Background: an optimization exercise with open tools, aiming at small area. Do not read the settings as production practice. Function was checked by simulation only, so behaviour that the tests miss may differ from the original. Power and IR drop assume default switching activity.

== the baseline ==
==> flow/design.v (excerpt) <==
module dtw_ctrl (
    input  logic               clk,
    input  logic               nrst,
    input  logic               i_valid,
    input  logic               i_bt_end,
    input  dtw_pkg::sample_t   i_r,
    input  dtw_pkg::sample_t   i_t,
    output logic               o_ready,
    output logic               o_dc_ena,
    output logic               o_bt_ena,
    output dtw_pkg::mem_addr_t o_addr,
    output logic               o_wr,
    output dtw_pkg::sample_t   o_r,
    output dtw_pkg::sample_t   o_t,
    output dtw_pkg::src_t      o_tsrc,
    output dtw_pkg::src_t      o_rsrc,
    output dtw_pkg::sel_t      o_sel0,
    output dtw_pkg::sel_t      o_sel1,
    output dtw_pkg::sel_t      o_sel2
);
Size in the first run: roughly 220 I/O pins.
export LEC_CHECK = 0
export CAP_MARGIN = 0
export CORE_MARGIN = 2
export CORE_UTILIZATION = 65
export CTS_BUF_LIST = sky130_fd_sc_hd__clkbuf_16
export CTS_CLUSTER_DIAMETER = 80
export CTS_CLUSTER_SIZE = 25
export SLEW_MARGIN = 0
export SYNTH_HIERARCHICAL = 1
export SYNTH_MEMORY_MAX_BITS = 16384
export SYNTH_MINIMUM_KEEP_SIZE = 0
create_clock -name core_clock -period 8.0 [get_ports {clk}]
standard.sh (not shown) runs the stock make flow with config.mk's settings and CLKGATE_MAP_FILE= SYNTH_SCRIPT=/design/flow/synth_recipe.tcl, a recipe that flattens the netlist after the stock synthesis.
==> flow/flow/run.sh <==
#!/bin/bash
# The standard layout with these changes:
#  - synthesis (hierarchical, as config.mk sets) maps each module's logic with
#    an area-oriented ABC script: flow/abc_s14.script for dtw_ref_pick,
#    dtw_ref_window and dtw_tmpl_fetch, flow/abc_area.script for the other
#    modules. It runs from a copy of the ORFS scripts folder whose synth.tcl
#    differs only in that abc call; the rest of the synthesis (synth_recipe.tcl,
#    registers, flatten, renames) is unchanged;
#  - the port buffers use the smallest buffer cell (sky130_fd_sc_hd__buf_1).
set -euo pipefail
W=$PWD
S="$W/scripts_abc"
rm -rf "$S"
cp -r "$FLOW_HOME/scripts" "$S"
cp "$W/flow/abc_area.script" "$S/abc_area.script"
cp "$W/flow/abc_s14.script" "$S/abc_s14.script"
python3 - "$S/synth.tcl" <<'PY'
import sys
p = sys.argv[1]
s = open(p).read()
old = "  log_cmd abc {*}$abc_args\n"
assert s.count(old) == 1
new = """  set abc_s14_args [lreplace $abc_args 1 1 $::env(SCRIPTS_DIR)/abc_s14.script]
  log_cmd abc {*}$abc_s14_args dtw_ref_pick dtw_ref_window dtw_tmpl_fetch
  log_cmd abc {*}$abc_args dtw_ref_pick dtw_ref_window dtw_tmpl_fetch %u %u %n
"""
open(p, "w").write(s.replace(old, new))
PY
bash standard.sh "SCRIPTS_DIR=$S" ABC_AREA=1 synth > standard_synth.log 2>&1
bash standard.sh "BUFFER_PORTS_ARGS=-buffer_cell sky130_fd_sc_hd__buf_1" finish > standard_layout.log 2>&1
==> flow/flow/abc_area.script <==
&get -n
&st
&syn2
&dch -f
&nf -R 1000
&put
topo
==> flow/flow/abc_s14.script <==
strash
&get -n
&fraig -x
&put
scorr
dc2
dretime
strash
&get -n
&dch -f
&nf
&put
Relative to the baseline, the following input files were edited for the candidate:
Settings: a deleted SYNTH_HIERARCHICAL that had been 1; a deleted SYNTH_MINIMUM_KEEP_SIZE that had been 0; a change of CORE_UTILIZATION from 65 to 40.
==> flow/flow/run.sh <==
#!/bin/bash
# The standard layout with two changes:
#  - synthesis maps logic with an area-oriented ABC script (flow/abc_area.script,
#    used through ABC_AREA=1 from a copy of the ORFS scripts folder); the rest of
#    the synthesis (synth_recipe.tcl, registers, flatten, renames) is unchanged;
#  - the port buffers use the smallest buffer cell (sky130_fd_sc_hd__buf_1).
set -euo pipefail
W=$PWD
rm -rf "$W/scripts_abc"
cp -r "$FLOW_HOME/scripts" "$W/scripts_abc"
cp "$W/flow/abc_area.script" "$W/scripts_abc/abc_area.script"
bash standard.sh "SCRIPTS_DIR=$W/scripts_abc" ABC_AREA=1 synth > standard_synth.log 2>&1
bash standard.sh "BUFFER_PORTS_ARGS=-buffer_cell sky130_fd_sc_hd__buf_1" finish > standard_layout.log 2>&1
removed: flow/flow/abc_s14.script
[summary]
- The run showing the smaller relative area change from synthesis to final layout is the baseline.
- Taking the baseline as the reference, in the candidate post-layout minimum cycle time rose by 0.019 ns, well-tap cell count rose by 76%.
- Normalized max-slew margin (the candidate over the baseline): increase, 4.2 points
- In the candidate the post-layout worst setup margin turned out 0.019 ns lower than in the baseline.
- Taking the baseline as the reference, in the candidate reported combinational group power rose 24%; maximum frequency fell about 0.4%; area of all placed cells without fillers rose 3.5%.
- The candidate vs. the baseline: complex-gate fraction of the synthesized area increased by 1.4 points relative to the old numbers; flip-flop and latch area flat.
- The candidate: sequential share of layout area is 2.1 points lower than what the baseline reported.

-- static timing again, ports no longer ideal --
In the flow no input, the clock included, has a driving cell. The finished layouts below were timed again as built, in two steps. Step 1 assumes that a clkbuf_16 drives the clock port and a buf_2 every other input. Step 2, shift: input delay + t, output delay - t, t = (earliest + latest rising clock arrival at the registers) / 2. This alone moves slack from input paths to output paths. Three values: ideal, step 1, step 2; two values: the first two.
run	t, ns	slack for setup (ns)	worst hold slack (ns)	pins driven straight from the clock port
the baseline	0.531	3.509 / 3.468 / 3.999	0.349 / 0.349 / 0.349	1
the candidate	0.542	3.490 / 3.445 / 3.861	0.346 / 0.346 / 0.346	1
After both steps every run listed still meets setup and hold.
